What follows belongs to an exercise in optimizing a design on an open flow for small area, a short achievable clock period and few clock cycles per item; a production flow would make more cautious choices. Function was not checked in any run shown here: the RTL went through the layout flow alone. Power and IR drop assume default switching activity.

===== flow/standard.sh =====
#!/bin/bash
# synth_recipe.tcl (not shown) runs the flow's synth.tcl, then flattens the netlist and writes it again
# the make line also repeats each setting of config.mk as NAME=value (left out here)
make -C /OpenROAD-flow-scripts/flow DESIGN_CONFIG=/design/flow/config.mk WORK_HOME=/design/flow/orfs CLKGATE_MAP_FILE= SYNTH_SCRIPT=/design/flow/synth_recipe.tcl "${@:-finish}"

===== flow/design.v =====
package iirl_pkg;
	localparam int CAPACITY_DEF    = 16;
	localparam int VALUE_WIDTH_DEF = 32;
	typedef enum logic [1:0] {
		FUNC_READ   = 2'd0,
		FUNC_INSERT = 2'd1,
		FUNC_REMOVE = 2'd2,
		FUNC_FILL   = 2'd3
	} func_t;
	typedef enum logic [1:0] {
		STAT_OK    = 2'd0,
		STAT_RANGE = 2'd1,
		STAT_FULL  = 2'd2
	} status_t;
	typedef struct packed {
		logic load;
		logic exec;
	} iirl_cmd_t;
endpackage
module iirl_ctrl (
	input  logic clk,
	input  logic arst_n,
	input  logic req_valid,
	output logic req_ready,
	output logic rsp_valid,
	input  logic rsp_ready,
	output logic q_free,    
	output logic exec,      
	output logic o_from_x,  
	output logic o_from_k,  
	output logic k_load,    
	output logic k_busy     
);
	logic q_valid, o_valid, k_valid;
	logic q_valid_d, o_valid_d, k_valid_d;
	logic ready_q, rsp_valid_q;    
	logic take;
	assign take      = o_valid & rsp_ready;
	assign exec      = q_valid & ~k_valid;
	assign q_free    = ~q_valid | ~k_valid;
	assign req_ready = ready_q;
	assign rsp_valid = rsp_valid_q;
	assign o_from_k  = k_valid & take;
	assign o_from_x  = exec & (~o_valid | take);
	assign k_load    = exec & o_valid & ~take;
	assign k_busy    = k_valid;
	assign q_valid_d = (q_free & req_valid) | (q_valid & ~exec);
	assign o_valid_d = o_from_k | o_from_x | (o_valid & ~take);
	assign k_valid_d = k_load | (k_valid & ~take);
	always_ff @(posedge clk or negedge arst_n) begin
		if (!arst_n) begin
			q_valid     <= 1'b0;
			o_valid     <= 1'b0;
			k_valid     <= 1'b0;
			ready_q     <= 1'b1;
			rsp_valid_q <= 1'b0;
		end else begin
			q_valid     <= q_valid_d;
			o_valid     <= o_valid_d;
			k_valid     <= k_valid_d;
			ready_q     <= ~q_valid_d | ~k_valid_d;
			rsp_valid_q <= o_valid_d;
		end
	end
endmodule
module iirl_dpath #(
	parameter int CAPACITY    = iirl_pkg::CAPACITY_DEF,
	parameter int VALUE_WIDTH = iirl_pkg::VALUE_WIDTH_DEF,
	localparam int CNT_W      = $clog2(CAPACITY + 1)
) (
	input  logic                   clk,
	input  logic                   arst_n,
	input  logic                   q_free,
	input  logic                   exec,
	input  logic                   o_from_x,
	input  logic                   o_from_k,
	input  logic                   k_load,
	input  logic                   k_busy,
	input  logic [1:0]             in_func,
	input  logic [CNT_W-1:0]       in_position,
	input  logic [VALUE_WIDTH-1:0] in_value,
	output logic [VALUE_WIDTH-1:0] element,
	output logic [CNT_W-1:0]       count,
	output logic [1:0]             status
);
	localparam int IW = $clog2(CAPACITY);
	localparam logic [CNT_W-1:0] CAP_C = CNT_W'(CAPACITY);
	localparam logic [IW-1:0]    LAST  = IW'(CAPACITY - 1);
	function automatic logic gt4(input logic [IW-1:0] a, input logic [IW-1:0] b);
		logic r;
		r = 1'b0;
		for (int i = 0; i < IW; i++) r = (a[i] & ~b[i]) | (~(a[i] ^ b[i]) & r);
		gt4 = r;
	endfunction
	function automatic logic gt5(input logic [CNT_W-1:0] a, input logic [CNT_W-1:0] b);
		logic r;
		r = 1'b0;
		for (int i = 0; i < CNT_W; i++) r = (a[i] & ~b[i]) | (~(a[i] ^ b[i]) & r);
		gt5 = r;
	endfunction
	logic [CNT_W-1:0]       used_q, used_d;
	logic [CNT_W-1:0]       used_up, used_dn;    
	logic [IW-1:0]          pos_of_q [CAPACITY];
	logic [VALUE_WIDTH-1:0] word_q [CAPACITY];
	logic [CNT_W-1:0]       pos_q;
	logic [VALUE_WIDTH-1:0] val_q;
	logic                   rd_ok, ins_ok, rem_ok, fill_ok;
	iirl_pkg::status_t      status_d;
	localparam int NC = 4;
	logic [CNT_W-1:0] cand [NC];
	logic [NC-1:0]    c_pick, c_lt, c_gt, c_full;
	assign cand[0] = used_q;
	assign cand[1] = used_up;
	assign cand[2] = used_dn;
	assign cand[3] = pos_q;
	assign c_pick[1] = exec & ins_ok;
	assign c_pick[2] = exec & rem_ok;
	assign c_pick[3] = exec & fill_ok;
	assign c_pick[0] = ~(c_pick[1] | c_pick[2] | c_pick[3]);
	for (genvar c = 0; c < NC; c++) begin : g_cmp
		assign c_lt[c]   = gt5(cand[c], in_position);
		assign c_gt[c]   = gt5(in_position, cand[c]);
		assign c_full[c] = (cand[c] == CAP_C);
	end
	logic              in_lt, in_gt, in_full;
	logic              in_rd, in_ins, in_rem, in_fill;
	iirl_pkg::status_t in_status;
	assign in_lt   = |(c_pick & c_lt);
	assign in_gt   = |(c_pick & c_gt);
	assign in_full = |(c_pick & c_full);
	always_comb begin
		in_status = iirl_pkg::STAT_OK;
		in_rd     = 1'b0;
		in_ins    = 1'b0;
		in_rem    = 1'b0;
		in_fill   = 1'b0;
		case (in_func)
			iirl_pkg::FUNC_READ: begin
				if (in_lt) in_rd = 1'b1;
				else in_status = iirl_pkg::STAT_RANGE;
			end
			iirl_pkg::FUNC_INSERT: begin
				if (in_gt) in_status = iirl_pkg::STAT_RANGE;
				else if (in_full) in_status = iirl_pkg::STAT_FULL;
				else in_ins = 1'b1;
			end
			iirl_pkg::FUNC_REMOVE: begin
				if (in_lt) in_rem = 1'b1;
				else in_status = iirl_pkg::STAT_RANGE;
			end
			default: begin
				if (gt5(in_position, CAP_C)) in_status = iirl_pkg::STAT_RANGE;
				else in_fill = 1'b1;
			end
		endcase
	end
	always_ff @(posedge clk) begin
		if (q_free) begin
			pos_q    <= in_position;
			val_q    <= in_value;
			rd_ok    <= in_rd;
			ins_ok   <= in_ins;
			rem_ok   <= in_rem;
			fill_ok  <= in_fill;
			status_d <= in_status;
		end
	end
	logic elem_d;
	assign elem_d = rd_ok | rem_ok;
	always_comb begin
		used_d = used_q;
		if (ins_ok) used_d = used_up;
		if (rem_ok) used_d = used_dn;
		if (fill_ok) used_d = pos_q;
	end
	always_ff @(posedge clk or negedge arst_n) begin
		if (!arst_n) begin
			used_q  <= '0;
			used_up <= CNT_W'(1);
			used_dn <= '1;
		end else if (exec) begin
			used_q <= used_d;
			if (ins_ok) begin
				used_up <= used_up + CNT_W'(1);
				used_dn <= used_q;
			end else if (rem_ok) begin
				used_up <= used_q;
				used_dn <= used_dn - CNT_W'(1);
			end else if (fill_ok) begin
				used_up <= pos_q + CNT_W'(1);
				used_dn <= pos_q - CNT_W'(1);
			end
		end
	end
	logic [IW-1:0] x;
	assign x = pos_q[IW-1:0];
	for (genvar s = 0; s < CAPACITY; s++) begin : g_slot
		logic [IW-1:0] v, nv, flip;
		logic [IW-1:0] same;
		logic at_last, at_x, above_x;
		assign v       = pos_of_q[s];
		assign same    = ~(v ^ x);
		assign at_last = &v;
		assign at_x    = &same;
		assign above_x = (v[3] & ~x[3]) | (same[3] & ((v[2] & ~x[2]) |
			(same[2] & ((v[1] & ~x[1]) | (same[1] & v[0] & ~x[0])))));
		assign flip[0] = 1'b1;
		assign flip[1] = ins_ok ? v[0] : ~v[0];
		assign flip[2] = ins_ok ? (v[0] & v[1]) : ~(v[0] | v[1]);
		assign flip[3] = ins_ok ? (v[0] & v[1] & v[2]) : ~(v[0] | v[1] | v[2]);
		assign nv = ins_ok ? (at_last ? x : v ^ flip) : (at_x ? LAST : v ^ flip);
		always_ff @(posedge clk or negedge arst_n) begin
			if (!arst_n) pos_of_q[s] <= IW'(s);
			else if (exec && (ins_ok || rem_ok) && (at_x || above_x)) pos_of_q[s] <= nv;
		end
		always_ff @(posedge clk) begin
			if (exec && (fill_ok || (ins_ok && at_last)))
				word_q[s] <= val_q;
		end
	end
	logic [IW-1:0] rd_pos;
	logic          rd_en;
	always_ff @(posedge clk) begin
		if (k_load) begin
			rd_pos <= rem_ok ? LAST : x;
			rd_en  <= elem_d;
		end else if (q_free && (!k_busy || o_from_k)) begin
			rd_pos <= in_position[IW-1:0];
			rd_en  <= in_rd | in_rem;
		end else if (o_from_k) begin
			rd_pos <= x;
			rd_en  <= elem_d;
		end
	end
	logic [VALUE_WIDTH-1:0] rd_word;
	always_comb begin
		rd_word = '0;
		for (int s = 0; s < CAPACITY; s++)
			if (pos_of_q[s] == rd_pos) rd_word = rd_word | word_q[s];
	end
	iirl_pkg::status_t k_status;
	always_ff @(posedge clk) begin
		if (k_load) k_status <= status_d;
	end
	logic [VALUE_WIDTH-1:0] element_q;
	logic [CNT_W-1:0]       count_q;
	iirl_pkg::status_t      status_q;
	always_ff @(posedge clk) begin
		if (o_from_k || o_from_x) begin
			element_q <= rd_en ? rd_word : '0;
			count_q   <= k_busy ? used_q : used_d;
			status_q  <= k_busy ? k_status : status_d;
		end
	end
	assign element = element_q;
	assign count   = count_q;
	assign status  = status_q;
endmodule
module indexed_insert_remove_list #(
	parameter int CAPACITY    = iirl_pkg::CAPACITY_DEF,
	parameter int VALUE_WIDTH = iirl_pkg::VALUE_WIDTH_DEF,
	localparam int CNT_W      = $clog2(CAPACITY + 1)
) (
	input  logic                   clk,
	input  logic                   arst_n,
	input  logic                   req_valid,
	output logic                   req_ready,
	input  logic [1:0]             req_func,
	input  logic [CNT_W-1:0]       req_position,
	input  logic [VALUE_WIDTH-1:0] req_value,
	output logic                   rsp_valid,
	input  logic                   rsp_ready,
	output logic [VALUE_WIDTH-1:0] rsp_element,
	output logic [CNT_W-1:0]       rsp_count,
	output logic [1:0]             rsp_status
);
	logic q_free, exec, o_from_x, o_from_k, k_load, k_busy;
	iirl_ctrl u_ctrl (
		.clk       (clk),
		.arst_n    (arst_n),
		.req_valid (req_valid),
		.req_ready (req_ready),
		.rsp_valid (rsp_valid),
		.rsp_ready (rsp_ready),
		.q_free    (q_free),
		.exec      (exec),
		.o_from_x  (o_from_x),
		.o_from_k  (o_from_k),
		.k_load    (k_load),
		.k_busy    (k_busy)
	);
	iirl_dpath #(
		.CAPACITY    (CAPACITY),
		.VALUE_WIDTH (VALUE_WIDTH)
	) u_dpath (
		.clk         (clk),
		.arst_n      (arst_n),
		.q_free      (q_free),
		.exec        (exec),
		.o_from_x    (o_from_x),
		.o_from_k    (o_from_k),
		.k_load      (k_load),
		.k_busy      (k_busy),
		.in_func     (req_func),
		.in_position (req_position),
		.in_value    (req_value),
		.element     (rsp_element),
		.count       (rsp_count),
		.status      (rsp_status)
	);
endmodule

===== flow/flow/run.sh =====
#!/bin/bash
# The standard layout, with two settings the platform fixes changed:
# the port buffers are plain buffers rather than delay cells, and timing
# repair may resize cells across footprints.
set -euo pipefail
bash standard.sh MATCH_CELL_FOOTPRINT=0 "BUFFER_PORTS_ARGS=-buffer_cell sky130_fd_sc_hd__buf_2" finish > standard.log 2>&1

===== flow/config.mk =====
export PLATFORM = sky130hd
export DESIGN_NAME = indexed_insert_remove_list
export DESIGN_NICKNAME = indexed_insert_remove_list
export VERILOG_FILES = /design/flow/design.v
export SDC_FILE = /design/flow/constraint.sdc
export NUM_CORES = 4
export LEC_CHECK = 0
export CAP_MARGIN = 5
export CELL_PAD_IN_SITES_DETAIL_PLACEMENT = 1
export CELL_PAD_IN_SITES_GLOBAL_PLACEMENT = 1
export CORE_MARGIN = 2
export CORE_UTILIZATION = 50
export CTS_BUF_LIST = sky130_fd_sc_hd__clkbuf_4
export SETUP_SLACK_MARGIN = 2.75
export SLEW_MARGIN = 5
export TNS_END_PERCENT = 5

===== flow/constraint.sdc =====
create_clock -name core_clock -period 5.0 [get_ports {clk}]
set_input_delay 1.0000 -clock core_clock [delete_from_list [all_inputs] [get_ports {clk}]]
set_output_delay 1.0000 -clock core_clock [all_outputs]
set_load 0.01 [all_outputs]

==> results of run 1 <==
-- cell families (layout without fill, tap and decap cells) --
group	Yosys count	count (layout)	synth area share (%)
AO/OA/AOI/OAI	700	704	16.3
other	0	6	0
adder cells (fa/ha/maj)	85	85	3.41
multiplexers	27	27	0.898
buffers and inverters	205	635	3.76
AND/OR/NAND/NOR	440	441	7.59
flip-flops	684	684	64.6
XOR/XNOR	98	98	3.39
-- layer usage --
layer,vias up,part of all wire (%)
li1,9493,-
met1,11264,41
met2,814,50
met3,199,6.2
met4,0,3.0
met5,-,0
-- worst max path at each step --
stage / start / end / slack [ps] / depth (start not counted)
after CTS: u_dpath.element_q[0] / rsp_element[0] / 2260 / 1
after detailed placement: u_ctrl.k_valid / u_dpath.word_q[11][29] / 1650 / 5
after global placement: u_ctrl.k_valid / u_dpath.word_q[11][24] / 1680 / 5
after floorplan: u_dpath.pos_of_q[12][3] / u_dpath.word_q[12][0] / 2280 / 3
final: u_dpath.element_q[10] / rsp_element[10] / 2350 / 1
after global routing: u_ctrl.ready_q / req_ready / 2240 / 1
-- stage by stage --
| stage | area [sq um] | utilization, % | cells | total power [W] |
|---|---|---|---|---|
| global placement | 32400 | 52.5 | 3060 | 0.0177 |
| CTS | 34900 | 56.5 | 3399 | 0.0230 |
| global route | 36900 | 59.7 | 3513 | 0.0258 |
| detailed placement | 32400 | 52.5 | 3060 | 0.0181 |
| finish | 36900 | 59.8 | 3517 | 0.0245 |
| floorplan | 31300 | - | 2239 | 0.0152 |
-- report_power, final --
group          total, W  switching, W  internal, W
clock network   0.00474       0.00237      0.00237
registers       0.00962       0.00148      0.00813
logic            0.0101       0.00607      0.00403
total            0.0245       0.00992       0.0145
-- cell type report --
class,count,area (sq um)
antenna,6,15.0
clock buffer,257,1930
clock inverter,56,262
fill,6050,24800
inverter,41,165
multi-input combinational,1355,10800
sequential,684,20200
tap,837,1050
timing repair buffer,281,2430
-- timing repair --
| item | in CTS | in global routing |
|---|---|---|
| cloned | 1 | 11 |
| setup buffers | 24 | 101 |
| pin swaps | 7 | 54 |
| endpoints found under the setup margin | 701 | 642 |
| hold buffers | 1 | 0 |
| hold endpoints to repair | 10 | 0 |
| gates resized for setup | 21 | 207 |
-- sequential cells by signal, summed over array words and instances (netlist names) --
signal	cells
u_ctrl.ready_q	1
u_dpath.used_up	5
u_dpath.rd_en	1
u_dpath.k_status	2
u_dpath.fill_ok	1
u_dpath.status_d	2
u_dpath.word_q	512
u_dpath.pos_q	5
u_dpath.used_dn	5
u_ctrl.q_valid	1
u_dpath.ins_ok	1
u_dpath.element_q	32
u_dpath.rem_ok	1
u_dpath.val_q	32
u_dpath.status_q	2
u_dpath.rd_pos	4
u_dpath.pos_of_q	64
u_dpath.used_q	5
u_ctrl.rsp_valid_q	1
u_ctrl.k_valid	1
u_dpath.count_q	5
u_dpath.rd_ok	1
-- cells in the mapped netlist (19+ instances only) --
cell / n / share of area (%)
sky130_fd_sc_hd__xnor2_1: 25 / 0.70
sky130_fd_sc_hd__a221oi_2: 34 / 1.6
sky130_fd_sc_hd__a22o_1: 68 / 1.9
sky130_fd_sc_hd__o21ai_0: 104 / 1.7
sky130_fd_sc_hd__a21oi_1: 145 / 2.3
sky130_fd_sc_hd__a221oi_1: 30 / 0.84
sky130_fd_sc_hd__a22oi_1: 127 / 3.1
sky130_fd_sc_hd__edfxtp_1: 601 / 58
sky130_fd_sc_hd__dfrtp_1: 44 / 3.5
sky130_fd_sc_hd__dfstp_2: 39 / 3.3
sky130_fd_sc_hd__mux2i_1: 19 / 0.61
sky130_fd_sc_hd__xor2_1: 48 / 1.3
sky130_fd_sc_hd__clkbuf_1: 59 / 0.71
sky130_fd_sc_hd__buf_2: 42 / 0.67
sky130_fd_sc_hd__nand4_1: 24 / 0.48
sky130_fd_sc_hd__o21a_1: 43 / 1.0
sky130_fd_sc_hd__nand3_1: 112 / 1.8
sky130_fd_sc_hd__nor2_1: 89 / 1.1
sky130_fd_sc_hd__buf_6: 26 / 0.94
sky130_fd_sc_hd__nand2_1: 109 / 1.3
sky130_fd_sc_hd__xor2_2: 24 / 1.3
sky130_fd_sc_hd__a31oi_1: 20 / 0.40
sky130_fd_sc_hd__inv_1: 40 / 0.48
sky130_fd_sc_hd__nor3_1: 27 / 0.43
sky130_fd_sc_hd__ha_1: 85 / 3.4
==> impl_summary.log, run 1 <==
[metrics] clock latency on the worst-skew pair: 1060 ps
[metrics] GRT overflow: 0
[metrics] M1 GR Usage: 38.8%
[metrics] FF-to-FF Start: u_dpath.rd_pos[2]
[metrics] commonest non-fill, non-tap cells in the layout: sky130_fd_sc_hd__edfxtp_1, sky130_fd_sc_hd__clkbuf_4, sky130_fd_sc_hd__buf_4, sky130_fd_sc_hd__a21oi_1, sky130_fd_sc_hd__a22oi_1
[metrics] clock-pin slew on the worst setup and hold paths: 70 ps
[metrics] number of cells produced by synthesis: 2239
[metrics] final slew viol count: 0
[metrics] worst reg2reg setup slack: 2490 ps
[metrics] worst hold path startpoint: req_value[29]
[metrics] run status: no timing/DRC/antenna violations
[metrics] drt initial violations: 1864
[metrics] total of flip-flops plus latches after synthesis: 684
[metrics] most used flip-flop cell after synthesis: sky130_fd_sc_hd__edfxtp_1
[metrics] critical path startpoint category: flop
[metrics] Seq/Total Area, Yosys: 64.6%
[metrics] Initial Util: 50.6%
[metrics] setup violation total in the final timing report: 0
[metrics] async set-or-reset flop fraction in the synthesized netlist: 12.1%
[metrics] worst-path cell chain: buf_2
[metrics] Max-Cap Viols: 0
[metrics] number of cells traversed by the worst hold path: 1
[metrics] CTS sink count: 684
[metrics] ratio of final minimum period to clock period: 53.0%
[metrics] post-synthesis average cell area: 13.9 sq um
[metrics] required time of the critical path: 4000 ps
[metrics] number of levels the H-tree was split into: 4
[metrics] PwrDens: 663 nW/um^2
[metrics] CP max FO: 1
[metrics] cell at the root of the clock tree: sky130_fd_sc_hd__clkbuf_4
[metrics] Total Nets Final: 2669
[metrics] type of the most critical hold path: primary input to flop
[metrics] number of port buffers: 83
[metrics] Worst Hold Margin: 117 ps
[metrics] post-route setup slack: 2350 ps
[metrics] detailed-routing iteration count for the pre-antenna-repair pass: 7
[metrics] total buffers and inverters traversed by the critical path: 1
[metrics] Detail Placement HPWL: 51900 um
[metrics] relative area change from synthesis to final layout: 18.1%
[metrics] final WL: 98900 um
[metrics] TritonCTS clock tree: built
[metrics] antenna violations before repair: 2
[metrics] worst setup path class: flop to output port
[metrics] die height: 254 um
[metrics] destination of the worst register-to-register timing path: u_dpath.element_q[1]
[metrics] worst slack after detailed placement: 1650 ps
[metrics] number of nets in the synthesized netlist: 2367
[metrics] Setup Total Neg Slack: 0 ps
[metrics] Largest stage delay, worst path: 440 ps
[metrics] peak ir drop on the vdd network: 0.284 mV
[metrics] number of DRC violations after detailed routing: 0
[metrics] fraction of final layout cells with drive strength greater than 1: 30.5%
[metrics] number of cells traversed by the worst register-to-register path: 10
[metrics] Worst slew margin: 31.7%
[metrics] GR met2 Demand/Resource: 49.3%
[metrics] met3 track utilization from global routing: 5.65%
[metrics] Final ANT Viol Nets: 0
[metrics] global-route wire length before repair: 140000 um
[metrics] Worst setup EP type: output port
[metrics] DR WL/cell: 28.1 um
[metrics] final hold violation count: 0
[metrics] Setup Skew: 89.9 ps
[metrics] EDFF count, synth: 601
[metrics] largest net degree at the start of global routing: 82
[metrics] GRT busiest layer: met2
[metrics] Vias/cell: 6.19
[metrics] Arr. time, crit path: 1650 ps
[metrics] final weighted congestion of routability-driven global placement: 0.833
[metrics] die width: 254 um
[metrics] Synth cell types: 71
[metrics] most common cell after layout, fill and taps aside: sky130_fd_sc_hd__edfxtp_1
[metrics] worst min-delay path endpoint: u_dpath.val_q[29]
[metrics] synthesized cell area: 31200 sq um
[metrics] vias: 21770
[metrics] Largest delay share family, worst path: flip-flops
[metrics] static leakage power: 13.1 nW
[metrics] number of clock buffers inserted by TritonCTS: 178
[metrics] Cell Rows: 91
[metrics] maximum frequency from static timing analysis: 378 MHz
[metrics] library cell contributing the largest single delay on the critical path: sky130_fd_sc_hd__edfxtp_1
[metrics] area inside the core boundary: 61700 sq um
[metrics] number of warnings reported in the yosys synthesis log: 5
[metrics] number of global-route vias before repair: 22052
[metrics] setup repair after global routing missed its margin: true
[metrics] Die Area: 64400 sq um
[metrics] clock period minus final worst setup slack: 2650 ps
[metrics] Max Buffers Root-to-Sink: 3
[metrics] I/O pin total: 84
[metrics] all-layer global routing usage: 29.6%
[metrics] slew at the pin closest to its max-slew limit: 1020 ps
==> run 2: changes to the inputs <==
--- a/flow/config.mk
+++ b/flow/config.mk
@@ -10,7 +10,7 @@
 export CELL_PAD_IN_SITES_GLOBAL_PLACEMENT = 1
 export CORE_MARGIN = 2
 export CORE_UTILIZATION = 50
-export CTS_BUF_LIST = sky130_fd_sc_hd__clkbuf_4
+export CTS_BUF_LIST = sky130_fd_sc_hd__clkbuf_8
 export SETUP_SLACK_MARGIN = 2.75
 export SLEW_MARGIN = 5
 export TNS_END_PERCENT = 5
==> run 2 against run 1 <==
- still clean on timing, DRC and antenna
- non-clock buffer count shrank 28
- worst hold slack gained 220 ps
- synthesized area did not move
- global-route usage down 0.14 points
- first-iteration DRC count down 13%
- utilization is 0.48 points lower
- sequential power hardly changed
- synthesized cell count is the same
- sequential share of layout area increased by 0.39 points
- via count shrank 3.7%
- final cell count is 3.9% lower
- flip-flop and latch count unchanged
- critical endpoint is now u_dpath.element_q[28]
==> impl_summary.log, run 2 <==
[metrics] top cells by count, synth: sky130_fd_sc_hd__edfxtp_1, sky130_fd_sc_hd__a21oi_1, sky130_fd_sc_hd__a22oi_1, sky130_fd_sc_hd__nand3_1, sky130_fd_sc_hd__nand2_1
[metrics] global-route wire length before repair: 140000 um (+0.27%)
[metrics] async set-or-reset flop fraction in the synthesized netlist: 12.1% (unchanged)
[metrics] Initial Util: 50.6% (unchanged)
[metrics] number of buffers inserted by hold repair at cts: 0 (-1)
[metrics] number of port buffers: 83 (unchanged)
[metrics] GRT busiest layer: met2
[metrics] PwrDens: 659 nW/um^2 (-0.64%)
[metrics] Cell Rows: 91 (unchanged)
[metrics] detailed-routing iteration count for the pre-antenna-repair pass: 5 (-2)
[metrics] number of nets in the synthesized netlist: 2367 (unchanged)
[metrics] relative area change from synthesis to final layout: 17.2%
[metrics] required time of the critical path: 5560 ps (+1560 ps)
[metrics] final weighted congestion of routability-driven global placement: 0.833 (unchanged)
[metrics] critical path startpoint category: flop
[metrics] Largest Register: u_dpath.word_q
[metrics] maximum frequency from static timing analysis: 402 MHz (+6.4%)
[metrics] Final ANT Viol Nets: 0 (unchanged)
[metrics] max reg flops: 512 (unchanged)
[metrics] number of warnings reported in the yosys synthesis log: 5 (unchanged)
[metrics] biggest regs: u_dpath.word_q (512), u_dpath.pos_of_q (64)
[metrics] post-synthesis adder-cell area fraction: 3.41% (unchanged)
[metrics] post-route setup slack: 2510 ps (+158 ps)
[metrics] type of the most critical hold path: primary input to async pin
[metrics] number of global-route vias before repair: 21560 (-2.2%)
[metrics] commonest non-fill, non-tap cells in the layout: sky130_fd_sc_hd__edfxtp_1, sky130_fd_sc_hd__a22oi_1, sky130_fd_sc_hd__a21oi_1, sky130_fd_sc_hd__clkbuf_8, sky130_fd_sc_hd__buf_4
[metrics] number of DRC violations after detailed routing: 0 (unchanged)
[metrics] DR WL/cell: 28.6 um (+1.8%)
[metrics] GRT overflow: 0 (unchanged)
[metrics] Setup Skew: 55.2 ps (-34.7 ps)
[metrics] final hold violation count: 0 (unchanged)
[metrics] Die Area: 64400 sq um (unchanged)
[metrics] total of flip-flops plus latches after synthesis: 684 (unchanged)
[metrics] Total Nets Final: 2573 (-3.6%)
[metrics] M1 GR Usage: 39.4% (+0.58 points)
[metrics] drt initial violations: 1631 (-13%)
[metrics] antenna violations before repair: 1 (-1)
[metrics] fraction of final layout cells with drive strength greater than 1: 26.4% (-4.1 points)
[metrics] ratio of final minimum period to clock period: 49.8% (-3.2 points)
[metrics] CP max FO: 16 (+15)
[metrics] area inside the core boundary: 61700 sq um (unchanged)
[metrics] TritonCTS clock tree: built
[metrics] Worst slew margin: 32.3% (+0.61 points)
[metrics] Seq/Total Area, Yosys: 64.6% (unchanged)
[metrics] die height: 254 um (unchanged)
[metrics] clock latency on the worst-skew pair: 750 ps (-310 ps)
[metrics] share of the synthesized area in compound gates (AO/OA/AOI/OAI): 16.3% (unchanged)
[metrics] I/O pin total: 84 (unchanged)
[metrics] most used standard cell by instance count after synthesis: sky130_fd_sc_hd__edfxtp_1
[metrics] die width: 254 um (unchanged)
[metrics] vias: 20954 (-3.7%)
[metrics] Setup Total Neg Slack: 0 ps (unchanged)
[metrics] Detail Placement HPWL: 51900 um (unchanged)
[metrics] most used flip-flop cell after synthesis: sky130_fd_sc_hd__edfxtp_1
[metrics] cell type with the highest aggregate area in the netlist: sky130_fd_sc_hd__edfxtp_1
[metrics] fill cell total of the finished layout: 5918 (-2.2%)
[metrics] synthesized cell area: 31200 sq um (unchanged)
[metrics] final WL: 96700 um (-2.2%)
[metrics] peak ir drop on the vdd network: 0.280 mV (-1.3%)
[metrics] fraction of synthesized cell area in xor and xnor cells: 3.39% (unchanged)
[metrics] EDFF count, synth: 601 (unchanged)
[metrics] cell at the root of the clock tree: sky130_fd_sc_hd__clkbuf_8
[metrics] setup violation total in the final timing report: 0 (unchanged)
[metrics] final slew viol count: 0 (unchanged)
[metrics] post-synthesis average cell area: 13.9 sq um (unchanged)
[metrics] Arr. time, crit path: 3050 ps (+1400 ps)
[metrics] DP Cell Count: 3060 (unchanged)
[metrics] worst slack after detailed placement: 1650 ps (unchanged)
[metrics] main area contributors after synthesis: sky130_fd_sc_hd__edfxtp_1, sky130_fd_sc_hd__dfrtp_1, sky130_fd_sc_hd__ha_1, sky130_fd_sc_hd__dfstp_2, sky130_fd_sc_hd__a22oi_1
[metrics] post-synthesis share of cell area spent on and, or, nand and nor gates: 7.59% (unchanged)
[metrics] mux contribution to synthesized area: 0.898% (unchanged)
[metrics] Layout Cells excl Fill: 3379 (-3.9%)
[metrics] Vias/cell: 6.20 (+0.18%)
[metrics] total power consumption of the routed design: 0.0241 W (-1.4%)
[metrics] number of levels the H-tree was split into: 3 (-1)
[metrics] Max Buffers Root-to-Sink: 3 (unchanged)
[metrics] worst setup path class: flop to flop
[metrics] met3 track utilization from global routing: 4.34% (-1.3 points)
[metrics] clock-pin slew on the worst setup and hold paths: 60 ps (about the same)
[metrics] CTS sink count: 684 (unchanged)
[metrics] Synth cell types: 71 (unchanged)
[metrics] dominant combinational cell family by area after synthesis: compound AO/OA/AOI/OAI gates
[metrics] GR met2 Demand/Resource: 49.7% (+0.40 points)
[metrics] clock period minus final worst setup slack: 2490 ps (-158 ps)
[metrics] largest net degree at the start of global routing: 82 (unchanged)
[metrics] Worst setup EP type: flop
[metrics] all-layer global routing usage: 29.5% (-0.14 points)
[metrics] most common cell after layout, fill and taps aside: sky130_fd_sc_hd__edfxtp_1
[metrics] number of clock buffers inserted by TritonCTS: 111 (-38%)
[metrics] static leakage power: 12.9 nW (-1.5%)
[metrics] slew at the pin closest to its max-slew limit: 1010 ps (-9.06 ps)
[metrics] setup repair after global routing missed its margin: true
[metrics] run status: no timing/DRC/antenna violations
[metrics] Max-Cap Viols: 0 (unchanged)
[metrics] number of cells produced by synthesis: 2239 (unchanged)
[metrics] share of the synthesized area in the top cell type: 57.8% (unchanged)
run 2: cells by family (layout without fill, tap and decap cells):
logic type,Yosys count,after routing
flip-flops,684,684
buffers and inverters,205,503
AO/OA/AOI/OAI,700,703
multiplexers,27,27
adder cells (fa/ha/maj),85,85
XOR/XNOR,98,98
other,0,1
AND/OR/NAND/NOR,440,441
run 2: final cells by class:
type                    instances  area (sq um)  area share, %
diodes                          1          2.50        0.00684
clock buffers                 119          1640           4.48
clock inverters                90           463           1.27
inverters                      41           165          0.451
multi-input cells            1354         10900           29.7
flip-flops and latches        684         20200           55.2
well taps                     837          1050           2.86
repair buffers                253          2200           6.02
run 2: worst paths after layout:
kind,startpoint,end,slack (ps),cells past startpoint
setup / recovery,u_dpath.rd_pos[0],u_dpath.element_q[28],2510,10
hold / removal,arst_n,u_dpath.pos_of_q[1][2],330,1
setup reg to reg,u_dpath.rd_pos[0],u_dpath.element_q[28],2510,10
hold reg to reg,u_dpath.status_d[0],u_dpath.k_status[0],460,0
max in group asynchronous,arst_n,u_ctrl.k_valid,3590,2
min in group core_clock,req_value[29],u_dpath.val_q[29],440,1
run 2: power by group:
part	switching, W	internal (W)	total [W]	leakage [nW]
registers	0.00151	0.00812	0.00963	6.52
logic	0.00596	0.00390	0.00986	5.16
clock network	0.00230	0.00232	0.00462	1.24
total	0.00977	0.0143	0.0241	12.9
run 2: per-stage QoR:
stage,utilization [%],hold slack (ps),cell area (sq um)
after floorplan,-,422,31300
after global placement,52.5,439,32400
after detailed placement,52.5,458,32400
after CTS,57.0,300,35200
after global routing,59.3,335,36600
final,59.3,334,36600
run 2: per-layer routing:
layer	vias up	part of all wire, %
li1	9192	-
met1	10932	42
met2	663	50
met3	167	5.6
met4	0	2.4
met5	-	0
run 2: worst max-delay path, stage by stage, from the launching register on:
cell	delay (ps)
sky130_fd_sc_hd__edfxtp_1	420
sky130_fd_sc_hd__buf_12	180
sky130_fd_sc_hd__buf_12	140
sky130_fd_sc_hd__buf_4	150
sky130_fd_sc_hd__xor2_4	150
sky130_fd_sc_hd__nor4_4	380
sky130_fd_sc_hd__buf_4	200
sky130_fd_sc_hd__buf_6	290
sky130_fd_sc_hd__a22oi_1	150
sky130_fd_sc_hd__nand3_1	110
sky130_fd_sc_hd__o21a_1	130
run 2: what timing repair did:
action	4_1_cts	5_1_grt
cloned	2	7
setup endpoints to repair	701	620
pin swaps	13	46
gates resized for setup	61	183
buffers inserted	44	56
endpoints found under the hold margin	0	0
==> run 3: changes to the inputs <==
--- a/flow/design.v
+++ b/flow/design.v
@@ -192,23 +192,26 @@
 			end
 		end
 	end
-	logic [IW-1:0] x;
+	logic [IW-1:0]       x;
+	logic [CAPACITY-1:0] slot_at_x;    
 	assign x = pos_q[IW-1:0];
 	for (genvar s = 0; s < CAPACITY; s++) begin : g_slot
-		logic [IW-1:0] v, nv, flip;
-		logic [IW-1:0] same;
+		logic [IW-1:0] v, nv, step;
 		logic at_last, at_x, above_x;
 		assign v       = pos_of_q[s];
-		assign same    = ~(v ^ x);
 		assign at_last = &v;
-		assign at_x    = &same;
-		assign above_x = (v[3] & ~x[3]) | (same[3] & ((v[2] & ~x[2]) |
-			(same[2] & ((v[1] & ~x[1]) | (same[1] & v[0] & ~x[0])))));
-		assign flip[0] = 1'b1;
-		assign flip[1] = ins_ok ? v[0] : ~v[0];
-		assign flip[2] = ins_ok ? (v[0] & v[1]) : ~(v[0] | v[1]);
-		assign flip[3] = ins_ok ? (v[0] & v[1] & v[2]) : ~(v[0] | v[1] | v[2]);
-		assign nv = ins_ok ? (at_last ? x : v ^ flip) : (at_x ? LAST : v ^ flip);
+		assign at_x    = (v == x);
+		assign slot_at_x[s] = at_x;
+		assign above_x = gt4(v, x);
+		logic carry;
+		always_comb begin
+			carry = 1'b1;
+			for (int b = 0; b < IW; b++) begin
+				step[b] = v[b] ^ carry;
+				carry   = carry & (v[b] ^ ~ins_ok);
+			end
+		end
+		assign nv = ins_ok ? (at_last ? x : step) : (at_x ? LAST : step);
 		always_ff @(posedge clk or negedge arst_n) begin
 			if (!arst_n) pos_of_q[s] <= IW'(s);
 			else if (exec && (ins_ok || rem_ok) && (at_x || above_x)) pos_of_q[s] <= nv;
@@ -218,17 +221,32 @@
 				word_q[s] <= val_q;
 		end
 	end
-	logic [IW-1:0] rd_pos;
-	logic          rd_en;
+	logic [IW-1:0] p, src;
+	assign p = in_position[IW-1:0];
+	always_comb begin
+		src = p;
+		if (exec && ins_ok) begin
+			if (p == x) src = LAST;
+			else if (gt4(p, x)) src = p - IW'(1);
+		end else if (exec && rem_ok) begin
+			if (p == LAST) src = x;
+			else if (!gt4(x, p)) src = p + IW'(1);
+		end
+	end
+	logic [CAPACITY-1:0] rd_sel, slot_at_src;
+	logic                rd_en;
+	for (genvar s = 0; s < CAPACITY; s++) begin : g_src
+		assign slot_at_src[s] = (pos_of_q[s] == src);
+	end
 	always_ff @(posedge clk) begin
 		if (k_load) begin
-			rd_pos <= rem_ok ? LAST : x;
+			rd_sel <= slot_at_x;
 			rd_en  <= elem_d;
 		end else if (q_free && (!k_busy || o_from_k)) begin
-			rd_pos <= in_position[IW-1:0];
+			rd_sel <= slot_at_src;
 			rd_en  <= in_rd | in_rem;
 		end else if (o_from_k) begin
-			rd_pos <= x;
+			rd_sel <= slot_at_x;
 			rd_en  <= elem_d;
 		end
 	end
@@ -236,7 +254,7 @@
 	always_comb begin
 		rd_word = '0;
 		for (int s = 0; s < CAPACITY; s++)
-			if (pos_of_q[s] == rd_pos) rd_word = rd_word | word_q[s];
+			if (rd_sel[s]) rd_word = rd_word | word_q[s];
 	end
 	iirl_pkg::status_t k_status;
 	always_ff @(posedge clk) begin
==> run 3 against run 2 <==
- still clean
- largest cell class unchanged
- non-clock buffer count fell by 44
- final cell count is 2.1% higher
- clock-buffer cell count shrank 4
- design area decreased by 0.49%
- die area grew 1.0%
- first-iteration DRC count increased by 20%
- synthesized area rose by 1.1%
- combinational power is 11% lower
==> impl_summary.log, run 3 <==
[metrics] critical path startpoint category: primary input
[metrics] cell at the root of the clock tree: sky130_fd_sc_hd__clkbuf_8
[metrics] biggest regs: u_dpath.word_q (512), u_dpath.pos_of_q (64)
[metrics] share of the synthesized area in the top cell type: 58.4% (+0.54 points)
[metrics] I/O pin total: 84 (unchanged)
[metrics] die height: 255 um (+0.52%)
[metrics] Total Nets Final: 2657 (+3.3%)
[metrics] Initial Util: 50.3% (-0.30 points)
[metrics] number of DRC violations after detailed routing: 0 (unchanged)
[metrics] library cell contributing the largest single delay on the critical path: sky130_fd_sc_hd__a311o_2
[metrics] Final Cell Area: 36400 sq um (-0.49%)
[metrics] Largest stage delay, worst path: 350 ps (-70 ps)
[metrics] number of warnings reported in the yosys synthesis log: 5 (unchanged)
[metrics] commonest non-fill, non-tap cells in the layout: sky130_fd_sc_hd__edfxtp_1, sky130_fd_sc_hd__a22oi_1, sky130_fd_sc_hd__nand2_1, sky130_fd_sc_hd__clkbuf_8, sky130_fd_sc_hd__a21oi_1
[metrics] Cell Rows: 92 (+1.1%)
[metrics] detailed-routing iteration count for the pre-antenna-repair pass: 5 (unchanged)
[metrics] placed cell area: 33100 sq um (+2.2%)
[metrics] final hold violation count: 0 (unchanged)
[metrics] number of nets in the synthesized netlist: 2502 (+5.7%)
[metrics] Worst slew margin: 31.5% (-0.76 points)
[metrics] worst-path cell chain: buf_12, clkinvlp_4, ha_4, a211oi_4, o21bai_4, nor4_4, mux2_4, a311o_2, buf_12, buf_4, xnor2_2, o32ai_2
[metrics] Synth cell types: 71 (unchanged)
[metrics] antenna violations before repair: 1 (unchanged)
[metrics] GRT overflow: 0 (unchanged)
[metrics] main area contributors after synthesis: sky130_fd_sc_hd__edfxtp_1, sky130_fd_sc_hd__ha_1, sky130_fd_sc_hd__a22oi_1, sky130_fd_sc_hd__dfrtp_1, sky130_fd_sc_hd__dfstp_2
[metrics] worst setup path class: primary input to flop
[metrics] number of levels the H-tree was split into: 3 (unchanged)
[metrics] PwrDens: 639 nW/um^2 (-3.0%)
[metrics] clock-pin slew on the worst setup and hold paths: 60 ps (about the same)
[metrics] top cells by count, synth: sky130_fd_sc_hd__edfxtp_1, sky130_fd_sc_hd__a22oi_1, sky130_fd_sc_hd__nand2_1, sky130_fd_sc_hd__a21oi_1, sky130_fd_sc_hd__o21ai_0
[metrics] largest net degree at the start of global routing: 101 (+23%)
[metrics] cell type with the highest aggregate area in the netlist: sky130_fd_sc_hd__edfxtp_1
[metrics] number of global-route vias before repair: 22825 (+5.9%)
[metrics] die width: 255 um (+0.52%)
[metrics] Vias/cell: 6.33 (+2.1%)
[metrics] Max Buffers Root-to-Sink: 3 (unchanged)
[metrics] Detail Placement HPWL: 52200 um (+0.48%)
[metrics] Setup Total Neg Slack: 0 ps (unchanged)
[metrics] final weighted congestion of routability-driven global placement: 0.812 (-2.5%)
[metrics] total of flip-flops plus latches after synthesis: 696 (+1.8%)
[metrics] ratio of final minimum period to clock period: 56.1% (+6.3 points)
[metrics] Worst setup EP type: flop
[metrics] Die Area: 65100 sq um (+1.0%)
[metrics] area inside the core boundary: 62700 sq um (+1.7%)
[metrics] all-layer global routing usage: 30.5% (+1.0 points)
[metrics] maximum frequency from static timing analysis: 357 MHz (-11%)
[metrics] number of port buffers: 83 (unchanged)
[metrics] most used standard cell by instance count after synthesis: sky130_fd_sc_hd__edfxtp_1
[metrics] total buffers and inverters traversed by the critical path: 4 (-1)
[metrics] setup violation total in the final timing report: 0 (unchanged)
[metrics] most used cell, CP: sky130_fd_sc_hd__buf_12
[metrics] max reg flops: 512 (unchanged)
[metrics] type of the most critical hold path: primary input to flop
[metrics] vias: 21840 (+4.2%)
[metrics] slew at the pin closest to its max-slew limit: 1030 ps (+15.1 ps)
[metrics] relative area change from synthesis to final layout: 15.4%
[metrics] CP max FO: 10 (-6)
[metrics] final WL: 99600 um (+3.0%)
[metrics] number of clock buffers inserted by TritonCTS: 113 (+1.8%)
[metrics] number of cells produced by synthesis: 2353 (+5.1%)
[metrics] EDFF count, synth: 613 (+2.0%)
[metrics] final slew viol count: 0 (unchanged)
[metrics] global-route wire length before repair: 145000 um (+3.8%)
[metrics] CTS sink count: 696 (+1.8%)
[metrics] clock period minus final worst setup slack: 2800 ps (+314 ps)
[metrics] Arr. time, crit path: 3350 ps (+300 ps)
[metrics] worst hold path startpoint: req_value[17]
[metrics] Max-Cap Viols: 0 (unchanged)
[metrics] most common cell after layout, fill and taps aside: sky130_fd_sc_hd__edfxtp_1
[metrics] Setup Skew: 31.6 ps (-23.5 ps)
[metrics] async set-or-reset flop fraction in the synthesized netlist: 11.9% (-0.21 points)
[metrics] drt initial violations: 1965 (+20%)
[metrics] Largest delay share family, worst path: compound AO/OA/AOI/OAI gates
[metrics] CP startpoint: req_position[1]
[metrics] static leakage power: 12.9 nW (+0.21%)
[metrics] clock latency on the worst-skew pair: 730 ps (-20 ps)
[metrics] number of buffers inserted by hold repair at cts: 0 (unchanged)
[metrics] peak ir drop on the vdd network: 0.309 mV (+10%)
[metrics] run status: no timing/DRC/antenna violations
[metrics] post-synthesis average cell area: 13.4 sq um (-3.8%)
[metrics] most used flip-flop cell after synthesis: sky130_fd_sc_hd__edfxtp_1
[metrics] TritonCTS clock tree: built
[metrics] FF-to-FF Start: u_dpath.pos_q[1]
[metrics] fraction of final layout cells with drive strength greater than 1: 20.8% (-5.6 points)
[metrics] Seq/Total Area, Yosys: 65.1% (+0.47 points)
[metrics] Largest Register: u_dpath.word_q
[metrics] Final ANT Viol Nets: 0 (unchanged)
[metrics] DR WL/cell: 28.9 um (+0.85%)
[metrics] setup repair after global routing missed its margin: true
[metrics] required time of the critical path: 5550 ps (about the same)
[metrics] synthesized cell area: 31500 sq um (+1.1%)
[run 3: worst reg2reg max path: stages, from the launching register on]
cell	delay, ps
sky130_fd_sc_hd__edfxtp_1	460
sky130_fd_sc_hd__ha_4	260
sky130_fd_sc_hd__a211oi_4	260
sky130_fd_sc_hd__o21bai_4	120
sky130_fd_sc_hd__nor4_4	180
sky130_fd_sc_hd__mux2_4	320
sky130_fd_sc_hd__a311o_2	350
sky130_fd_sc_hd__buf_12	170
sky130_fd_sc_hd__buf_4	170
sky130_fd_sc_hd__xnor2_2	130
sky130_fd_sc_hd__o32ai_2	190
[run 3: worst paths after layout]
check / endpoint / slack (ps) / cells after the start
setup / recovery: u_dpath.rd_sel[13] / 2200 / 12
hold / removal: u_dpath.val_q[17] / 450 / 1
setup reg to reg: u_dpath.rd_sel[13] / 2230 / 10
hold reg to reg: u_dpath.k_status[0] / 470 / 0
max in group asynchronous: u_dpath.pos_of_q[3][0] / 3610 / 2
min in group asynchronous: u_dpath.pos_of_q[0][3] / 460 / 1
[run 3: per-layer routing]
layer	part of all wire [%]	up-vias	track usage (%)
met4	2.9	2	11.5
met5	0.013	-	0
met1	41	11213	39.9
li1	-	9611	-
met3	6.8	170	5.11
met2	49	844	51.1
[run 3: timing repair]
action,in CTS,in global routing
resized for setup,53,55
cloned,5,2
pin swaps,16,21
setup buffers,40,18
endpoints found under the setup margin,688,600
[run 3: where the power goes]
part	total, W	internal [W]	switching (W)
clock	0.00479	0.00242	0.00237
combinational	0.00880	0.00337	0.00543
sequential	0.00968	0.00823	0.00145
total	0.0233	0.0140	0.00925
[run 3: cell type report]
type	instances	area, sq um
antenna	2	5.00
clock buffer	115	1580
clock inverter	94	571
fill	6083	26300
inverter	54	226
multi-input combinational	1434	10700
sequential	696	20500
tap	846	1060
timing repair buffer	209	1760
[run 3: cell families after synthesis]
group / after synthesis / share of synthesized area, %
xor+xnor: 72 / 2.24
buf+inv: 224 / 3.04
fa+ha+maj: 106 / 4.20
simple gates: 518 / 8.40
mux: 53 / 1.78
flops: 696 / 65.1
compound gates: 684 / 15.2
[run 3: per-stage QoR]
step | hold WS [ps] | worst slack [ps] | instances | utilization (%) | power [W]
CTS | 386 | 2170 | 3428 | 57.3 | 0.0231
global route | 413 | 2120 | 3448 | 58.0 | 0.0245
finish | 447 | 2200 | 3450 | 58.0 | 0.0233
global placement | 445 | 995 | 3174 | 52.7 | 0.0173
detailed placement | 447 | 864 | 3174 | 52.7 | 0.0177
floorplan | 422 | 1690 | 2353 | - | 0.0148
==> run 4: changes to the inputs <==
--- a/flow/design.v
+++ b/flow/design.v
@@ -86,12 +86,6 @@
 	localparam int IW = $clog2(CAPACITY);
 	localparam logic [CNT_W-1:0] CAP_C = CNT_W'(CAPACITY);
 	localparam logic [IW-1:0]    LAST  = IW'(CAPACITY - 1);
-	function automatic logic gt4(input logic [IW-1:0] a, input logic [IW-1:0] b);
-		logic r;
-		r = 1'b0;
-		for (int i = 0; i < IW; i++) r = (a[i] & ~b[i]) | (~(a[i] ^ b[i]) & r);
-		gt4 = r;
-	endfunction
 	function automatic logic gt5(input logic [CNT_W-1:0] a, input logic [CNT_W-1:0] b);
 		logic r;
 		r = 1'b0;
@@ -100,7 +94,7 @@
 	endfunction
 	logic [CNT_W-1:0]       used_q, used_d;
 	logic [CNT_W-1:0]       used_up, used_dn;    
-	logic [IW-1:0]          pos_of_q [CAPACITY];
+	logic [IW-1:0]          ptr_q [CAPACITY];
 	logic [VALUE_WIDTH-1:0] word_q [CAPACITY];
 	logic [CNT_W-1:0]       pos_q;
 	logic [VALUE_WIDTH-1:0] val_q;
@@ -192,69 +186,61 @@
 			end
 		end
 	end
-	logic [IW-1:0]       x;
-	logic [CAPACITY-1:0] slot_at_x;    
-	assign x = pos_q[IW-1:0];
-	for (genvar s = 0; s < CAPACITY; s++) begin : g_slot
-		logic [IW-1:0] v, nv, step;
-		logic at_last, at_x, above_x;
-		assign v       = pos_of_q[s];
-		assign at_last = &v;
-		assign at_x    = (v == x);
-		assign slot_at_x[s] = at_x;
-		assign above_x = gt4(v, x);
-		logic carry;
-		always_comb begin
-			carry = 1'b1;
-			for (int b = 0; b < IW; b++) begin
-				step[b] = v[b] ^ carry;
-				carry   = carry & (v[b] ^ ~ins_ok);
-			end
-		end
-		assign nv = ins_ok ? (at_last ? x : step) : (at_x ? LAST : step);
+	logic [IW-1:0] x, last_slot, rd_slot;
+	assign x         = pos_q[IW-1:0];
+	assign last_slot = ptr_q[CAPACITY-1];
+	for (genvar i = 0; i < CAPACITY; i++) begin : g_ptr
+		localparam int PREV = (i == 0) ? 0 : i - 1;
+		localparam int NEXT = (i == CAPACITY - 1) ? i : i + 1;
+		logic at_x, above_x;
+		assign at_x    = (x == IW'(i));
+		assign above_x = (IW'(i) > x);
 		always_ff @(posedge clk or negedge arst_n) begin
-			if (!arst_n) pos_of_q[s] <= IW'(s);
-			else if (exec && (ins_ok || rem_ok) && (at_x || above_x)) pos_of_q[s] <= nv;
+			if (!arst_n) begin
+				ptr_q[i] <= IW'(i);
+			end else if (exec) begin
+				if (ins_ok) begin
+					if (at_x) ptr_q[i] <= last_slot;
+					else if (above_x) ptr_q[i] <= ptr_q[PREV];
+				end else if (rem_ok) begin
+					if (i == CAPACITY - 1) ptr_q[i] <= rd_slot;
+					else if (at_x || above_x) ptr_q[i] <= ptr_q[NEXT];
+				end
+			end
 		end
+	end
+	for (genvar s = 0; s < CAPACITY; s++) begin : g_word
 		always_ff @(posedge clk) begin
-			if (exec && (fill_ok || (ins_ok && at_last)))
+			if (exec && (fill_ok || (ins_ok && last_slot == IW'(s))))
 				word_q[s] <= val_q;
 		end
 	end
-	logic [IW-1:0] p, src;
+	logic [IW-1:0] p, src, idx;
+	logic          rd_en, ld_rd;
 	assign p = in_position[IW-1:0];
 	always_comb begin
 		src = p;
 		if (exec && ins_ok) begin
 			if (p == x) src = LAST;
-			else if (gt4(p, x)) src = p - IW'(1);
+			else if (p > x) src = p - IW'(1);
 		end else if (exec && rem_ok) begin
 			if (p == LAST) src = x;
-			else if (!gt4(x, p)) src = p + IW'(1);
+			else if (p >= x) src = p + IW'(1);
 		end
 	end
-	logic [CAPACITY-1:0] rd_sel, slot_at_src;
-	logic                rd_en;
-	for (genvar s = 0; s < CAPACITY; s++) begin : g_src
-		assign slot_at_src[s] = (pos_of_q[s] == src);
-	end
+	assign idx   = q_free ? src : x;
+	assign ld_rd = k_busy ? o_from_k : !k_load;
 	always_ff @(posedge clk) begin
-		if (k_load) begin
-			rd_sel <= slot_at_x;
-			rd_en  <= elem_d;
-		end else if (q_free && (!k_busy || o_from_k)) begin
-			rd_sel <= slot_at_src;
-			rd_en  <= in_rd | in_rem;
-		end else if (o_from_k) begin
-			rd_sel <= slot_at_x;
-			rd_en  <= elem_d;
+		if (ld_rd) begin
+			rd_slot <= ptr_q[idx];
+			rd_en   <= q_free ? (in_rd | in_rem) : elem_d;
 		end
 	end
 	logic [VALUE_WIDTH-1:0] rd_word;
 	always_comb begin
 		rd_word = '0;
 		for (int s = 0; s < CAPACITY; s++)
-			if (rd_sel[s]) rd_word = rd_word | word_q[s];
+			if (rd_slot == IW'(s)) rd_word = rd_word | word_q[s];
 	end
 	iirl_pkg::status_t k_status;
 	always_ff @(posedge clk) begin
==> flow/config.mk (replaced) <==
export PLATFORM = sky130hd
export DESIGN_NAME = indexed_insert_remove_list
export DESIGN_NICKNAME = indexed_insert_remove_list
export VERILOG_FILES = /design/flow/design.v
export SDC_FILE = /design/flow/constraint.sdc
export NUM_CORES = 4
export LEC_CHECK = 0
export CAP_MARGIN = 20
export CELL_PAD_IN_SITES_DETAIL_PLACEMENT = 1
export CELL_PAD_IN_SITES_GLOBAL_PLACEMENT = 1
export CORE_MARGIN = 2
export CORE_UTILIZATION = 50
export CTS_BUF_LIST = sky130_fd_sc_hd__clkbuf_8
export SETUP_SLACK_MARGIN = 2.6
export SLEW_MARGIN = 20
==> run 4 against run 3 <==
- non-clock buffer count decreased by 13
- combinational power decreased by 18%
- worst hold slack got worse by 76 ps
- total power decreased by 7.2%
- global-route usage decreased by 0.61 points
- die area decreased by 10%
- first-iteration DRC count decreased by 24%
==> impl_summary.log, run 4 <==
[metrics] most common cell after layout, fill and taps aside: sky130_fd_sc_hd__edfxtp_1
[metrics] commonest non-fill, non-tap cells in the layout: sky130_fd_sc_hd__edfxtp_1, sky130_fd_sc_hd__a22oi_1, sky130_fd_sc_hd__clkbuf_8, sky130_fd_sc_hd__nand2_1, sky130_fd_sc_hd__nand3_1
[metrics] Detail Placement HPWL: 47200 um (-9.6%)
[metrics] Total Nets Final: 2219 (-16%)
[metrics] GRT overflow: 0 (unchanged)
[metrics] number of levels the H-tree was split into: 3 (unchanged)
[metrics] maximum frequency from static timing analysis: 302 MHz (-15%)
[metrics] most used flip-flop cell after synthesis: sky130_fd_sc_hd__edfxtp_1
[metrics] cell type with the highest aggregate area in the netlist: sky130_fd_sc_hd__edfxtp_1
[metrics] final hold violation count: 0 (unchanged)
[metrics] Largest stage delay, worst path: 450 ps (+100 ps)
[metrics] Initial Util: 50.3% (about the same)
[metrics] drt initial violations: 1493 (-24%)
[metrics] clock period minus final worst setup slack: 3310 ps (+505 ps)
[metrics] peak ir drop on the vdd network: 0.350 mV (+13%)
[metrics] share of the synthesized area in the top cell type: 64.0% (+5.7 points)
[metrics] clock latency on the worst-skew pair: 720 ps (about the same)
[metrics] max reg flops: 512 (unchanged)
[metrics] Cell Rows: 87 (-5.4%)
[metrics] top cells by count, synth: sky130_fd_sc_hd__edfxtp_1, sky130_fd_sc_hd__a22oi_1, sky130_fd_sc_hd__nand2_1, sky130_fd_sc_hd__o21ai_0, sky130_fd_sc_hd__nand3_1
[metrics] number of global-route vias before repair: 19309 (-15%)
[metrics] Largest Register: u_dpath.word_q
[metrics] number of buffers inserted by hold repair at cts: 0 (unchanged)
[metrics] die height: 241 um (-5.4%)
[metrics] Die Area: 58300 sq um (-10%)
[metrics] Worst slew margin: 45.1% (+14 points)
[metrics] ratio of final minimum period to clock period: 66.2% (+10 points)
[metrics] number of warnings reported in the yosys synthesis log: 5 (unchanged)
[metrics] final WL: 86400 um (-13%)
[metrics] post-synthesis average cell area: 14.6 sq um (+9.1%)
[metrics] vias: 18378 (-16%)
[metrics] Arr. time, crit path: 3840 ps (+490 ps)
[metrics] CTS sink count: 684 (-1.7%)
[metrics] detailed-routing iteration count for the pre-antenna-repair pass: 5 (unchanged)
[metrics] relative area change from synthesis to final layout: 18.2%
[metrics] library cell contributing the largest single delay on the critical path: sky130_fd_sc_hd__a222oi_1
[metrics] setup violation total in the final timing report: 0 (unchanged)
[metrics] antenna violations before repair: 1 (unchanged)
[metrics] global-route wire length before repair: 126000 um (-13%)
[metrics] largest net degree at the start of global routing: 106 (+5.0%)
[metrics] number of DRC violations after detailed routing: 0 (unchanged)
[metrics] EDFF count, synth: 601 (-2.0%)
[metrics] critical path startpoint category: primary input
[metrics] most used standard cell by instance count after synthesis: sky130_fd_sc_hd__edfxtp_1
[metrics] worst-path cell chain: buf_6, clkinvlp_4, ha_4, nand4_1, nand2_2, a211oi_4, o31ai_1, a22o_2, buf_4, mux2i_1, a222oi_1, o21ai_1, mux2i_1
[metrics] number of port buffers: 83 (unchanged)
[metrics] total of flip-flops plus latches after synthesis: 684 (-1.7%)
[metrics] cell at the root of the clock tree: sky130_fd_sc_hd__clkbuf_8
[metrics] final slew viol count: 0 (unchanged)
[metrics] Seq/Total Area, Yosys: 71.6% (+6.5 points)
[metrics] synthesized cell area: 28200 sq um (-11%)
[metrics] DR WL/cell: 28.9 um (+0.20%)
[metrics] biggest regs: u_dpath.word_q (512), u_dpath.ptr_q (64)
[metrics] area inside the core boundary: 56100 sq um (-11%)
[metrics] final cell utilization of the core: 59.4% (+1.4 points)
[metrics] required time of the critical path: 5530 ps (-20 ps)
[metrics] final weighted congestion of routability-driven global placement: 0.841 (+3.6%)
[metrics] number of nets in the synthesized netlist: 2013 (-20%)
[metrics] I/O pin total: 84 (unchanged)
[metrics] fraction of final layout cells with drive strength greater than 1: 24.2% (+3.4 points)
[metrics] number of clock buffers inserted by TritonCTS: 110 (-2.7%)
[metrics] TritonCTS clock tree: built
[metrics] CP max FO: 13 (+3)
[metrics] die width: 241 um (-5.4%)
[metrics] setup repair after global routing missed its margin: true
[metrics] Vias/cell: 6.16 (-2.7%)
[metrics] placed cell area: 29900 sq um (-9.6%)
[metrics] number of cells produced by synthesis: 1927 (-18%)
[metrics] Final Cell Area: 33300 sq um (-8.5%)
[metrics] PwrDens: 648 nW/um^2 (+1.4%)
[metrics] Worst setup EP type: flop
[metrics] Max Buffers Root-to-Sink: 3 (unchanged)
[metrics] Synth cell types: 75 (+5.6%)
[metrics] clock-pin slew on the worst setup and hold paths: 60 ps (about the same)
[metrics] most used cell, CP: sky130_fd_sc_hd__mux2i_1
[metrics] type of the most critical hold path: primary input to async pin
[metrics] all-layer global routing usage: 29.9% (-0.61 points)
[metrics] slew at the pin closest to its max-slew limit: 823 ps (-204 ps)
[metrics] static leakage power: 11.8 nW (-8.5%)
[metrics] Final ANT Viol Nets: 0 (unchanged)
[metrics] main area contributors after synthesis: sky130_fd_sc_hd__edfxtp_1, sky130_fd_sc_hd__dfrtp_1, sky130_fd_sc_hd__dfstp_2, sky130_fd_sc_hd__a22oi_1, sky130_fd_sc_hd__mux2i_1
[metrics] Setup Skew: 19.8 ps (-11.8 ps)
[metrics] worst setup path class: primary input to flop
[metrics] Max-Cap Viols: 0 (unchanged)
[metrics] async set-or-reset flop fraction in the synthesized netlist: 12.1% (+0.21 points)
[metrics] Setup Total Neg Slack: 0 ps (unchanged)
[metrics] run status: no timing/DRC/antenna violations
==> run 4: path summary, 6_finish.rpt <==
| check | slack, ps | end | start | depth (start not counted) |
|---|---|---|---|---|
| min | 370 | u_dpath.ptr_q[4][1] | arst_n | 1 |
| max in group asynchronous | 3660 | u_ctrl.ready_q | arst_n | 2 |
| max reg2reg | 1720 | u_dpath.rd_slot[3] | u_dpath.pos_q[1] | 13 |
| max | 1690 | u_dpath.rd_slot[3] | req_position[3] | 13 |
| min reg2reg | 450 | u_dpath.k_status[1] | u_dpath.status_d[1] | 0 |
| min in group core_clock | 450 | u_dpath.k_status[1] | u_dpath.status_d[1] | 0 |
==> run 4: cell type report <==
cell class / count / area (sq um)
tap: 756 / 946
timing repair buffer: 196 / 1630
antenna: 1 / 2.50
clock inverter: 88 / 473
sequential: 684 / 20200
fill: 5315 / 22700
multi-input combinational: 1106 / 8280
clock buffer: 119 / 1640
timing repair inverter: 2 / 17.5
inverter: 33 / 170
==> run 4: what timing repair did <==
| item | CTS | global route |
|---|---|---|
| buffers inserted | 47 | 11 |
| setup endpoints to repair | 651 | 606 |
| resized for setup | 136 | 45 |
| pin swaps | 29 | 17 |
| gates cloned | 6 | 1 |
==> run 4: layer usage <==
| metal | vias up | GRT usage, % | wire length, um |
|---|---|---|---|
| met2 | 687 | 50.1 | 42800 |
| li1 | 8063 | - | - |
| met5 | - | 0 | 0 |
| met4 | 0 | 8.98 | 2010 |
| met1 | 9511 | 40.6 | 35700 |
| met3 | 117 | 4.47 | 5810 |
==> run 4: per-stage QoR <==
stage	total power, W	setup WS (ps)	std cells	hold WS, ps
2_1_floorplan	0.0133	1390	1927	422
3_3_place_gp	0.0159	443	2709	438
3_5_place_dp	0.0162	366	2712	435
4_1_cts	0.0215	1800	2972	354
5_1_grt	0.0227	1610	2985	399
6_report	0.0216	1690	2985	371
==> run 4: cell families after synthesis <==
group,after synthesis,share of synthesized area [%]
XOR/XNOR,6,0.186
multiplexers,109,4.06
AO/OA/AOI/OAI,562,14.0
adder cells (fa/ha/maj),43,1.91
AND/OR/NAND/NOR,382,6.18
flip-flops,684,71.6
buffers and inverters,141,2.10
==> run 4: power by group <==
part / internal, W / switching (W) / total [W] / leakage, nW
Clock: 0.00236 / 0.00225 / 0.00462 / 1.21
Sequential: 0.00848 / 0.00128 / 0.00976 / 6.54
Combinational: 0.00264 / 0.00459 / 0.00723 / 4.09
Total: 0.0135 / 0.00812 / 0.0216 / 11.8
==> run 4: critical path: cells and delay by family <==
family          cells  cell delay, ps
simple gates        2             510
compound gates      5            1160
mux                 2             330
buf+inv             3             490
fa+ha+maj           1             330

## static timing again, ports no longer ideal
The results above use ideal ports. As a check the final layouts listed here were re-extracted and re-timed, cells and wires unchanged. Step 1 sets driving cells, clkbuf_16 on the clock port and buf_2 on the other inputs (assumed; they add their load-dependent delay and slew). Step 2 times the ports against the registers' clock, not the clock port: input delays grow and output delays shrink by t, the midpoint of the rising clock arrivals with the driver on. a / b / c = ideal ports / drivers / drivers and shift; a / b = the first two.
| run | t (ns) | setup slack, ns | worst slew at a driven data input, ns |
|---|---|---|---|
| run 1 | 1.074 | 2.352 / 2.290 / 1.714 | 0.04 |
| run 2 | 0.772 | 2.511 / 2.511 / 1.851 | 0.04 |
| run 3 | 0.773 | 2.197 / 2.197 / 1.424 | 0.06 |
| run 4 | 0.767 | 1.692 / 1.715 / 0.948 | 0.06 |
After both steps setup and hold are still met in every run listed. The setup slack of run 3, which loses most, moves by 0.000 ns with the drivers and by -0.773 ns with both steps.
